From an optimization exercise on the open Yosys and OpenROAD flow, aimed at small area, a short achievable clock period and few clock cycles per item; shortcuts taken in it are not production practice. The RTL was checked by simulation tests, not by an equivalence proof against the original design.

==> flow/design.v <==
package pca_pkg;
   typedef enum logic [2:0] {
      ST_IDLE,
      ST_ACCUM,
      ST_DRAIN,
      ST_WRITE,
      ST_DONE
   } state_e;
   localparam logic [1:0] COV_XX = 2'd0;
   localparam logic [1:0] COV_XY = 2'd1;
   localparam logic [1:0] COV_YX = 2'd2;
   localparam logic [1:0] COV_YY = 2'd3;
   localparam int COV_DATA_W = 32;
endpackage
module cov_mac
#(
   parameter int DATA_W = 16,
   parameter int LOG2_N = 2
) (
   input  logic                           clk,
   input  logic                           rst,
   input  logic                           clear,
   input  logic                           en,
   input  logic [DATA_W-1:0]              x_in,
   input  logic [DATA_W-1:0]              y_in,
   output logic [2*DATA_W+LOG2_N-1:0]     sxx,
   output logic [2*DATA_W+LOG2_N-1:0]     sxy,
   output logic [2*DATA_W+LOG2_N-1:0]     syy
);
   localparam int PROD_W = 2 * DATA_W;
   localparam int ACC_W  = PROD_W + LOG2_N;
   logic signed [PROD_W-1:0] x_ext, y_ext;
   logic signed [PROD_W-1:0] xx_d, xx_q, xy_d, xy_q, yy_d, yy_q;
   logic                     prod_vld_d, prod_vld_q;
   logic signed [ACC_W-1:0]  sxx_d, sxx_q, sxy_d, sxy_q, syy_d, syy_q;
   assign x_ext = PROD_W'($signed(x_in));
   assign y_ext = PROD_W'($signed(y_in));
   always_comb begin
      xx_d       = xx_q;
      xy_d       = xy_q;
      yy_d       = yy_q;
      prod_vld_d = 1'b0;
      sxx_d      = sxx_q;
      sxy_d      = sxy_q;
      syy_d      = syy_q;
      if (clear) begin
         sxx_d = '0;
         sxy_d = '0;
         syy_d = '0;
      end else begin
         if (en) begin
            xx_d       = x_ext * x_ext;
            xy_d       = x_ext * y_ext;
            yy_d       = y_ext * y_ext;
            prod_vld_d = 1'b1;
         end
         if (prod_vld_q) begin
            sxx_d = sxx_q + ACC_W'(xx_q);
            sxy_d = sxy_q + ACC_W'(xy_q);
            syy_d = syy_q + ACC_W'(yy_q);
         end
      end
   end
   always_ff @(posedge clk or posedge rst) begin
      if (rst) begin
         xx_q       <= '0;
         xy_q       <= '0;
         yy_q       <= '0;
         prod_vld_q <= 1'b0;
         sxx_q      <= '0;
         sxy_q      <= '0;
         syy_q      <= '0;
      end else begin
         xx_q       <= xx_d;
         xy_q       <= xy_d;
         yy_q       <= yy_d;
         prod_vld_q <= prod_vld_d;
         sxx_q      <= sxx_d;
         sxy_q      <= sxy_d;
         syy_q      <= syy_d;
      end
   end
   assign sxx = sxx_q;
   assign sxy = sxy_q;
   assign syy = syy_q;
endmodule
module covariance_accumulator
#(
   parameter int DATA_W = 16,
   parameter int LOG2_N = 2
) (
   input  logic              clk,
   input  logic              rst,
   input  logic              start,
   input  logic              in_valid,
   output logic              in_ready,
   input  logic [DATA_W-1:0] x_in,
   input  logic [DATA_W-1:0] y_in,
   output logic              bram_ena,
   output logic              bram_wea,
   output logic [1:0]        bram_addra,
   output logic [31:0]       bram_dina,
   output logic              busy,
   output logic              done
);
   localparam int                ACC_W   = 2 * DATA_W + LOG2_N;
   localparam int                CNT_W   = LOG2_N + 1;
   localparam logic [CNT_W-1:0]  N_CNT   = CNT_W'(1 << LOG2_N);
   localparam logic [CNT_W-1:0]  N_LAST  = CNT_W'((1 << LOG2_N) - 1);
   localparam logic [2:0]        WR_LAST = 3'd4;
   pca_pkg::state_e                 state_d, state_q;
   logic [CNT_W-1:0]       cnt_d, cnt_q;
   logic [2:0]             wcnt_d, wcnt_q;
   logic                   busy_d, busy_q;
   logic                   done_d, done_q;
   logic                   ena_d, ena_q;
   logic [1:0]             addr_d, addr_q;
   logic [pca_pkg::COV_DATA_W-1:0]  dina_d, dina_q;
   logic                   accept;
   logic                   mac_clear;
   logic [ACC_W-1:0]       sxx, sxy, syy;
   logic signed [ACC_W-1:0] sel;
   assign in_ready = (state_q == pca_pkg::ST_ACCUM) && (cnt_q < N_CNT);
   assign accept   = in_valid && in_ready;
   cov_mac #(
      .DATA_W (DATA_W),
      .LOG2_N (LOG2_N)
   ) u_mac (
      .clk   (clk),
      .rst   (rst),
      .clear (mac_clear),
      .en    (accept),
      .x_in  (x_in),
      .y_in  (y_in),
      .sxx   (sxx),
      .sxy   (sxy),
      .syy   (syy)
   );
   always_comb begin
      state_d   = state_q;
      cnt_d     = cnt_q;
      wcnt_d    = wcnt_q;
      mac_clear = 1'b0;
      unique case (state_q)
         pca_pkg::ST_IDLE: begin
            if (start) begin
               state_d   = pca_pkg::ST_ACCUM;
               cnt_d     = '0;
               mac_clear = 1'b1;
            end
         end
         pca_pkg::ST_ACCUM: begin
            if (accept) begin
               cnt_d = cnt_q + CNT_W'(1);
               if (cnt_q == N_LAST) state_d = pca_pkg::ST_DRAIN;
            end
         end
         pca_pkg::ST_DRAIN: begin
            state_d = pca_pkg::ST_WRITE;
            wcnt_d  = '0;
         end
         pca_pkg::ST_WRITE: begin
            wcnt_d = wcnt_q + 3'd1;
            if (wcnt_q == WR_LAST) state_d = pca_pkg::ST_DONE;
         end
         pca_pkg::ST_DONE: state_d = pca_pkg::ST_IDLE;
         default: state_d = pca_pkg::ST_IDLE;
      endcase
   end
   always_comb begin
      unique case (wcnt_q[1:0])
         pca_pkg::COV_XX:         sel = $signed(sxx) >>> LOG2_N;
         pca_pkg::COV_XY, pca_pkg::COV_YX: sel = $signed(sxy) >>> LOG2_N;
         default:        sel = $signed(syy) >>> LOG2_N;
      endcase
      ena_d  = (state_q == pca_pkg::ST_WRITE) && (wcnt_q < WR_LAST);
      addr_d = ena_d ? wcnt_q[1:0] : 2'd0;
      dina_d = ena_d ? pca_pkg::COV_DATA_W'(sel) : '0;
      busy_d = (state_d != pca_pkg::ST_IDLE);
      done_d = (state_d == pca_pkg::ST_DONE);
   end
   always_ff @(posedge clk or posedge rst) begin
      if (rst) begin
         state_q <= pca_pkg::ST_IDLE;
         cnt_q   <= '0;
         wcnt_q  <= '0;
         busy_q  <= 1'b0;
         done_q  <= 1'b0;
         ena_q   <= 1'b0;
         addr_q  <= '0;
         dina_q  <= '0;
      end else begin
         state_q <= state_d;
         cnt_q   <= cnt_d;
         wcnt_q  <= wcnt_d;
         busy_q  <= busy_d;
         done_q  <= done_d;
         ena_q   <= ena_d;
         addr_q  <= addr_d;
         dina_q  <= dina_d;
      end
   end
   assign bram_ena   = ena_q;
   assign bram_wea   = ena_q;
   assign bram_addra = addr_q;
   assign bram_dina  = dina_q;
   assign busy       = busy_q;
   assign done       = done_q;
endmodule
==> flow/run.sh <==
#!/bin/bash
# synth_recipe.tcl (not shown) runs the flow's synth.tcl, then flattens the netlist and writes it again
# the make line also repeats each setting of config.mk as NAME=value (left out here)
make -C /OpenROAD-flow-scripts/flow DESIGN_CONFIG=/design/flow/config.mk WORK_HOME=/design/flow/orfs CLKGATE_MAP_FILE= SYNTH_SCRIPT=/design/flow/synth_recipe.tcl finish
==> flow/config.mk <==
export PLATFORM = sky130hd
export DESIGN_NAME = covariance_accumulator
export DESIGN_NICKNAME = covariance_accumulator
export VERILOG_FILES = /design/flow/design.v
export SDC_FILE = /design/flow/constraint.sdc
export NUM_CORES = 4
export LEC_CHECK = 0
export CAP_MARGIN = 20
export CORE_MARGIN = 2
export CORE_UTILIZATION = 40
export SLEW_MARGIN = 20
==> flow/constraint.sdc <==
create_clock -name core_clock -period 8.5 [get_ports {clk}]
set_input_delay 1.7000 -clock core_clock [delete_from_list [all_inputs] [get_ports {clk}]]
set_output_delay 1.7000 -clock core_clock [all_outputs]
set_load 0.01 [all_outputs]
==> results of run 1 <==
[registers in the layout, summed over array words and instances (netlist names), 2 cells and up]
| register | flops |
|---|---|
| u_mac.sxx_q | 34 |
| u_mac.xy_q | 32 |
| wcnt_q | 3 |
| addr_q | 2 |
| u_mac.sxy_q | 34 |
| u_mac.xx_q | 31 |
| cnt_q | 3 |
| dina_q | 32 |
| u_mac.yy_q | 31 |
| state_q | 3 |
| u_mac.syy_q | 34 |
[final cells by class]
cell class / count / share of cell area
Tap cell: 1380 / 0.0378
Timing Repair Buffer: 190 / 0.0419
Inverter: 941 / 0.0776
Clock buffer: 43 / 0.0197
Sequential cell: 243 / 0.133
Clock inverter: 15 / 0.00378
Multi-Input combinational cell: 3219 / 0.686
[synth_stat cells, types with 5 or more instances]
master     count  share of area
o2111ai_1      6         0.0013
o211ai_1      10         0.0018
dfrtp_1      243           0.15
a31oi_1       11         0.0017
nor3_1        38         0.0046
a31o_2        13         0.0027
o21bai_1      27         0.0049
ha_1         368           0.11
a211o_1        9         0.0019
nand2b_1      22         0.0033
or2_2         10         0.0015
xnor2_1      127          0.027
buf_1         13         0.0012
a21o_1        78          0.014
inv_1        933          0.084
a211oi_1      29         0.0052
and3_1        21         0.0032
nor3b_1        5        0.00090
and4_1         5         0.0011
o31ai_1       18         0.0033
o21ai_0      176          0.021
or3_1         15         0.0023
clkinv_1       6        0.00054
fa_1         730           0.35
a22oi_1       35         0.0063
and2_1       166          0.025
clkbuf_1     162          0.015
nand4_1       11         0.0017
a311oi_1       6         0.0013
nor2_1       312          0.028
o21a_1        22         0.0040
o21ai_1       10         0.0012
mux2i_1       49          0.012
xor2_1        63          0.013
nor2b_1       17         0.0026
a21oi_1      172          0.021
nand2_1      507          0.046
nand3_1       41         0.0049
a41oi_1        5         0.0011
[metrics by stage]
step	setup TNS [ns]	std cells
6_report	0	6031
5_1_grt	0	6031
4_1_cts	0	6031
3_5_place_dp	-0.0286	5973
3_3_place_gp	0	5973
2_1_floorplan	0	4580
[worst register-to-register path, delay by kind of cell (launching register included)]
kind                     cells  cell delay, ns
adder cells (fa/ha/maj)      2            0.45
XOR/XNOR                     1            0.15
flip-flops                   1            0.39
AO/OA/AOI/OAI                7            1.88
AND/OR/NAND/NOR              2            0.68
[cells by family after synthesis]
logic type,count (synthesis),synth area share
AOI/OAI and AO/OA,688,0.108
xor gates and xnor gates,190,0.0400
adders and majority gates,1098,0.462
buffers and inverters,1118,0.101
DFF,243,0.146
muxes,51,0.0123
and+or+nand+nor,1192,0.130
[path summary, 6_finish.rpt]
| path | endpoint | slack [ns] | cells past startpoint |
|---|---|---|---|
| setup / recovery | u_mac.xx_q[29]$_DFFE_PP0P_ | 0.54 | 24 |
| hold / removal | u_mac.yy_q[3]$_DFFE_PP0P_ | 0.49 | 2 |
| setup reg to reg | u_mac.sxx_q[32]$_DFFE_PP0P_ | 4.85 | 12 |
| hold reg to reg | u_mac.yy_q[3]$_DFFE_PP0P_ | 0.49 | 2 |
| max in group asynchronous | u_mac.prod_vld_q$_DFF_PP0_ | 5.45 | 3 |
| min in group asynchronous | u_mac.sxx_q[11]$_DFFE_PP0P_ | 1.73 | 2 |
[metal layers]
metal | up-vias | part of all wire | routed length, um
met5 | - | 0.00026 | 28
met4 | 4 | 0.022 | 2360
met3 | 118 | 0.044 | 4640
met2 | 659 | 0.47 | 49600
met1 | 15400 | 0.47 | 49700
li1 | 14400 | - | -
==> out/metrics.cfg, run 1 <==
[run_status]
status = no timing/DRC/antenna violations

[global_route]
grt-ovfl-total = 0
grtUsageMet1 = 0.293
grt_max_degree = 124
met2_usage = 0.346
busiest_layer = met2
antenna_found_initial = 2
gr-usage-met3 = 0.0185
first_global_vias = 32400
grt_pass1_wl_mm = 176
grt_use_total = 0.207

[placed_design]
io_buffers = 74
preCtsSetupSlack_ns = -0.0189
placed_area_um2 = 44600
dp_hpwl_mm = 85.9
gp_congestion = 0.859

[clock_network]
cts_buffer_depth = 3
cts_root_buf = clkbuf_16
cts_resized = 0
clk_pin_slew_ns = 0.06
htreeDepth = 1
cts_sinks = 243
cts_post_setup_buffers_inserted = 0
cts_tree = done
cts_hold_buf = 0
clk_latency_ns = 0.60
cts_made_buffers = 31

[timing]
min_period_ns = 7.96
setup_ws_ns = 0.539
fmax_ghz = 0.126
finalMaxSlewViolations = 0
hold_viol = 0
whs_ns = 0.486
relSlewSlack = 0.375
clock_skew_ns = 0.0357
tightest_slew_ns = 0.937
rsz0062_at_grt = no
period_share = 0.937
finalSetupViolCount = 0

[final_layout]
drive_gt1_frac = 0.0479
final_core_util = 0.442
register_area_um2 = 6080
final_cell_mix = 932 x inv_1, 730 x fa_1, 506 x nand2_1
stdcell_area_um2 = 45600
multi_input_area_um2 = 31300
num_antenna_cells = 0
syn2layout_area_growth_pct = 9.81
nets = 5760
fillers = 10100
layout.cells.most_common = inv_1

[route]
drtIter0Drc = 1853
ant_nets = 0
wire_per_inst_um = 17.6
wl_mm = 106
drc_errors = 0
via_per_inst = 5.08
first_pass_iters = 5
vias = 30600

[yosys]
ys_ff_latch = 243
syn_nets = 5714
netlist_area_um2 = 41600
ys_warn_count = 2
async_flop_share = 1.00
synth_cell_types = 82
ys_seq_area_frac = 0.146
synth_edf_count = 0
synth_flop_cell = dfrtp_1
syn_avg_cell_area_um2 = 9.07
synthCells = 4580

[floorplan]
initial_core_util = 0.402
core-area_um2 = 103000
io_pins = 75
die_h_um = 326
dieArea_um2 = 106000
die_x_um = 326
rows = 118

[critical_path]
setup.worst_path.start = x_in[2]
cp_top_family = adder cells
slowest_delay_ns = 0.77
crit_path_cell_trace = clkdlybuf4s50_1 > buf_4 > and2_1 > inv_1 > fa_1 > inv_1 > fa_1 > ha_1 > inv_1 > fa_1 > inv_1 > fa_1 > fa_1 > ha_1 > o21a_1 > o22a_1 > a41oi_1 > o21ai_2 > a311oi_1 > nor3_1 > and2_1 > o21ai_0 > a221o_1 > o21ai_0
path_class = in2reg
start_kind = input port
slowest_stage = clkdlybuf4s50_1
crit_required_ns = 9.00
rr_startpoint = u_mac.sxx_q[0]$_DFFE_PP0P_
cp.buffers_inverters = 6
crit_fanout = 20
end_kind = flop
cp.arrival_ns = 8.46
cpMostUsedCell = fa_1

[hold_path]
holdCritStartpoint = u_mac.yy_q[3]$_DFFE_PP0P_
hold_class = reg2reg

[job]
maxCapViolations = 0

Testbench counts, summed over its fixed seeds: cycles 6,144, windows 512.
==> run 2: changes to the inputs <==
==> flow/design.v (replaced) <==
package pca_pkg;
   localparam int DATA_W     = 16;
   localparam int ACC_W      = 34;    
   localparam int COV_DATA_W = 32;
endpackage
module cov_sq_acc #(
   parameter int W = 34
) (
   input  logic [15:0]  x,
   input  logic [W-1:0] acc_i,
   output logic [W-1:0] acc_o
);
   logic [14:0] u;
   logic        s;
   assign u = x[14:0];
   assign s = x[15];
   always_comb begin
      logic [W-1:0] t;
      t = acc_i;
      for (int i = 0; i < 15; i++) begin
         t = t + (W'(u[i]) << (2 * i));
         for (int j = i + 1; j < 15; j++)
            t = t + (W'(u[i] & u[j]) << (i + j + 1));
      end
      for (int i = 0; i < 15; i++)
         t = t + (W'(s & ~u[i]) << (16 + i));
      t = t + (W'(s) << 16);
      for (int k = 30; k < W; k++)
         t = t + (W'(s) << k);
      acc_o = t;
   end
endmodule
module cov_mac #(
   parameter int W = 34
) (
   input  logic [15:0]  x,
   input  logic [15:0]  y,
   input  logic [W-1:0] acc_i,
   output logic [W-1:0] acc_o
);
   logic [14:0] a, b;
   logic        sa, sb;
   assign a  = x[14:0];
   assign b  = y[14:0];
   assign sa = x[15];
   assign sb = y[15];
   always_comb begin
      logic [W-1:0] t;
      t = acc_i;
      for (int i = 0; i < 15; i++)
         for (int j = 0; j < 15; j++)
            t = t + (W'(a[i] & b[j]) << (i + j));
      for (int i = 0; i < 15; i++) begin
         t = t + (W'(sa & ~b[i]) << (15 + i));
         t = t + (W'(sb & ~a[i]) << (15 + i));
      end
      t = t + (W'(sa) << 15);
      t = t + (W'(sb) << 15);
      for (int k = 30; k < W; k++)
         t = t + (W'(sa | sb) << k);
      acc_o = t;
   end
endmodule
module covariance_accumulator
#(
   parameter int DATA_W = 16,
   parameter int LOG2_N = 2
) (
   input  logic              clk,
   input  logic              rst,
   input  logic              start,
   input  logic              in_valid,
   output logic              in_ready,
   input  logic [DATA_W-1:0] x_in,
   input  logic [DATA_W-1:0] y_in,
   output logic              bram_ena,
   output logic              bram_wea,
   output logic [1:0]        bram_addra,
   output logic [31:0]       bram_dina,
   output logic              busy,
   output logic              done
);
   localparam int ACC_W = pca_pkg::ACC_W;
   logic       rdy_q;         
   logic       ena_q;         
   logic [1:0] cnt_q;         
   logic [ACC_W-2:0] sxx_q, syy_q;    
   logic [ACC_W-1:0] sxy_q;
   logic [ACC_W-2:0] sxx_d, syy_d;
   logic [ACC_W-1:0] sxy_d;
   logic        accept, first, last_wr;
   logic [15:0] xg, yg;
   assign accept  = in_valid & rdy_q;
   assign first   = rdy_q & (cnt_q == 2'd0);
   assign last_wr = ena_q & (cnt_q == 2'd3);
   assign xg = x_in & {16{accept}};
   assign yg = y_in & {16{accept}};
   cov_sq_acc #(.W(ACC_W - 1)) u_xx (
      .x     (xg),
      .acc_i (sxx_q & {(ACC_W-1){~first}}),
      .acc_o (sxx_d)
   );
   cov_mac #(.W(ACC_W)) u_xy (
      .x     (xg),
      .y     (yg),
      .acc_i (sxy_q & {ACC_W{~first}}),
      .acc_o (sxy_d)
   );
   cov_sq_acc #(.W(ACC_W - 1)) u_yy (
      .x     (yg),
      .acc_i (syy_q & {(ACC_W-1){~first}}),
      .acc_o (syy_d)
   );
   always_ff @(posedge clk) begin
      sxx_q <= sxx_d;
      sxy_q <= sxy_d;
      syy_q <= syy_d;
   end
   always_ff @(posedge clk or posedge rst) begin
      if (rst) begin
         rdy_q <= 1'b0;
         ena_q <= 1'b0;
         cnt_q <= 2'd0;
      end else begin
         if (!busy && start) rdy_q <= 1'b1;
         if (accept || ena_q) cnt_q <= cnt_q + 2'd1;
         if (accept && cnt_q == 2'd3) begin
            rdy_q <= 1'b0;
            ena_q <= 1'b1;
         end
         if (last_wr) ena_q <= 1'b0;
      end
   end
   assign in_ready   = rdy_q;
   assign busy       = rdy_q | (ena_q & ~last_wr);
   assign done       = last_wr;
   assign bram_ena   = ena_q;
   assign bram_wea   = ena_q;
   assign bram_addra = cnt_q;
   always_comb begin
      unique case (cnt_q)
         2'd0:    bram_dina = {1'b0, sxx_q[ACC_W-2:2]};
         2'd3:    bram_dina = {1'b0, syy_q[ACC_W-2:2]};
         default: bram_dina = sxy_q[ACC_W-1:2];
      endcase
   end
endmodule
==> run 2 against run 1 <==
  * Still clean on timing, DRC and antenna
  * Hold slack gained 0.053 ns
  * Clock-buffer cell count is 34 lower
  * Fmax shrank 2.9%
  * Synthesized cell count fell by 43%
  * Sequential cell count shrank 139
  * Routed wire length shrank 40%
  * Core utilization increased by 0.12 points
  * Cell area shrank 43%
  * Non-clock buffer count shrank 13
==> out/metrics.cfg, run 2 <==
[run_status]
status = no timing/DRC/antenna violations

[final_layout]
largest_register_ffs = 34
largest_registers = sxy_q: 34 flops, sxx_q: 33 flops, syy_q: 33 flops
num_antenna_cells = 0  ; unchanged
layout.cells.most_common = fa_1
regMostFlops = sxy_q
drive_gt1_frac = 0.0693  ; +0.0213
syn2layout_area_growth_pct = 9.87  ; about the same
stdcell_area_um2 = 26000  ; -43%
final_cell_mix = 436 x fa_1, 435 x inv_1, 334 x nand2_1
layout.cells.non_filler = 3430  ; -43%
nets = 3451  ; -40%

[placed_design]
dp_hpwl_mm = 53.4  ; -38%
io_buffers = 74  ; unchanged
placed_cells = 3414  ; -43%
gp_congestion = 0.902  ; +5.0%
placed_area_um2 = 25700  ; -42%
preCtsSetupSlack_ns = -0.0559  ; -0.0369 ns

[route]
wire_per_inst_um = 18.7  ; +5.9%
drc_errors = 0  ; unchanged
vias = 17800  ; -42%
first_pass_iters = 5  ; unchanged
wl_mm = 64.1  ; -40%
drtIter0Drc = 967  ; -48%
ant_nets = 0  ; unchanged
via_per_inst = 5.19  ; +2.3%

[timing]
relSlewSlack = 0.283  ; -0.0926
setup_ws_ns = 0.305  ; -0.234 ns
hold_viol = 0  ; unchanged
fmax_ghz = 0.122  ; -2.9%
min_period_ns = 8.19  ; +0.234 ns
finalSetupViolCount = 0  ; unchanged
whs_ns = 0.540  ; +0.0532 ns
rsz0062_at_grt = no
finalMaxSlewViolations = 0  ; unchanged
period_share = 0.964  ; +0.0275
clock_skew_ns = 0.0176  ; -0.0180 ns
tightest_slew_ns = 1.08  ; +0.139 ns

[critical_path]
crit_path_cell_trace = clkdlybuf4s50_1 > and3_1 > buf_4 > nand2_1 > fa_1 > fa_1 > fa_1 > inv_1 > fa_1 > fa_1 > inv_1 > fa_1 > inv_1 > ha_1 > a41o_1 > a21oi_1 > o21ai_0 > a21o_1 > a31oi_1 > nand3_1 > a311o_1 > a21oi_1 > xnor2_1
crit_required_ns = 8.84  ; -0.16 ns
cp_top_family = adder cells
path_class = in2reg
setup.worst_path.start = in_valid
slowest_stage = and3_1
cp.buffers_inverters = 5  ; -1
rr_startpoint = rdy_q$_DFFE_PP0P_
crit_fanout = 11  ; -45%
cpMostUsedCell = fa_1
slowest_delay_ns = 0.67  ; -0.10 ns
start_kind = input port
cp.arrival_ns = 8.53  ; +0.07 ns
end_kind = flop

[clock_network]
cts_made_buffers = 9  ; -71%
cts_hold_buf = 0  ; unchanged
htreeDepth = 3  ; +2
cts_tree = done
clk_pin_slew_ns = 0.09  ; +0.03 ns
cts_post_setup_buffers_inserted = 0  ; unchanged
cts_buffer_depth = 2  ; -1
cts_root_buf = clkbuf_16
clk_latency_ns = 0.42  ; -0.18 ns
cts_sinks = 104  ; -57%
cts_resized = 0  ; unchanged

[global_route]
grt_max_degree = 65  ; -48%
first_global_vias = 19100  ; -41%
met2_usage = 0.371  ; +0.0250
grt-ovfl-total = 0  ; unchanged
busiest_layer = met2
grt_pass1_wl_mm = 104  ; -41%
grtUsageMet1 = 0.298  ; +0.00486
grt_use_total = 0.223  ; +0.0164
gr-usage-met3 = 0.0344  ; +0.0159
antenna_found_initial = 2  ; unchanged

[yosys]
async_flop_share = 0.0385  ; -0.962
synth_edf_count = 0  ; unchanged
yosys-top-cells-count = 436 x fa_1, 435 x inv_1, 335 x nand2_1
synth.most_common_cell = fa_1
ys_warn_count = 3  ; +1
synthCells = 2597  ; -43%
synth_top_area_cell = fa_1
syn_avg_cell_area_um2 = 9.11  ; +0.35%
synthTopCellsByArea = fa_1 37%, ha_1 17%, dfxtp_1 8.5%
synth.top_cell.area_share = 0.369  ; +0.0174
syn_nets = 3396  ; -41%
synth_cell_types = 67  ; -18%
ys_ff_latch = 104  ; -57%
netlist_area_um2 = 23600  ; -43%
synth_flop_cell = dfxtp_1
ys_seq_area_frac = 0.0889  ; -0.0574

[hold_path]
hold_class = reg2reg
holdCritStartpoint = cnt_q[0]$_DFFE_PP0P_

[floorplan]
initial_core_util = 0.403  ; +0.000850
die_h_um = 247  ; -24%
io_pins = 75  ; unchanged
dieArea_um2 = 61100  ; -43%
die_x_um = 247  ; -24%
rows = 89  ; -25%
core-area_um2 = 58700  ; -43%

[job]
maxCapViolations = 0  ; unchanged

==> run 2: stage by stage <==
step | TNS [ns] | utilization
6_report | 0 | 0.443
5_1_grt | 0 | 0.443
4_1_cts | 0 | 0.443
3_5_place_dp | -0.122 | 0.437
3_3_place_gp | 0 | 0.437
2_1_floorplan | 0 | -
==> run 2: cells by family after synthesis <==
group / share of synthesized area
adders and majority gates: 0.542
AOI/OAI and AO/OA: 0.0783
buffers and inverters: 0.0904
xor gates and xnor gates: 0.0307
and+or+nand+nor: 0.169
muxes: 0.000899
DFF: 0.0889
==> run 2: metal layers <==
metal	vias to the layer above	wire (um)
li1	8173	-
met1	9063	27600
met2	504	30600
met3	77	3620
met4	0	2260
met5	-	0
==> run 2: layout make-up <==
type / count / area, um2
Fill cell: 5755 / 32700
Multi-Input combinational cell: 1925 / 19400
Sequential cell: 104 / 2100
Inverter: 435 / 1630
Timing Repair Buffer: 177 / 1550
Tap cell: 773 / 967
Clock buffer: 9 / 225
Clock inverter: 7 / 90.1
==> run 2: worst paths after layout <==
check	endpoint	slack (ns)	cells after the start
min	cnt_q[0]$_DFFE_PP0P_	0.54	1
max	sxy_q[33]$_DFF_P_	0.31	23
max reg2reg	sxy_q[33]$_DFF_P_	1.04	22
min in group asynchronous	cnt_q[1]$_DFFE_PP0P_	1.48	2
max in group asynchronous	rdy_q$_DFFE_PP0P_	6.86	2
min reg2reg	cnt_q[0]$_DFFE_PP0P_	0.54	1
Testbench counts of run 2, summed over its fixed seeds: cycles 4,104, windows 512.

separate check: timing with driven ports:
How much do the figures lean on ideal ports? The routed layouts below were timed once more, with nothing changed but the port constraints. Step 1, drivers: a clkbuf_16 drives clk and a buf_2 each remaining input, both assumed. Step 2, shift: input delay + t, output delay - t, t = (earliest + latest rising clock arrival at the registers) / 2. This alone moves slack from input paths to output paths. a / b / c = ideal / step 1 / step 2; a / b = the first two.
| run | shift t [ns] | setup slack, ns | worst hold slack (ns) | worst data-port slew with drivers (ns) | cell pins on the clock port's net |
|---|---|---|---|---|---|
| run 1 | 0.651 | 0.539 / 0.580 / -0.070 | 0.486 / 0.486 / 0.486 | 0.10 | 1 |
| run 2 | 0.465 | 0.305 / 0.335 / -0.130 | 0.540 / 0.540 / 0.540 | 0.04 | 1 |
With both steps, setup timing fails in run 1 and run 2, where it was met with ideal ports. For run 1, which loses most, drivers alone change the setup slack by +0.041 ns; drivers and shift together by -0.609 ns.
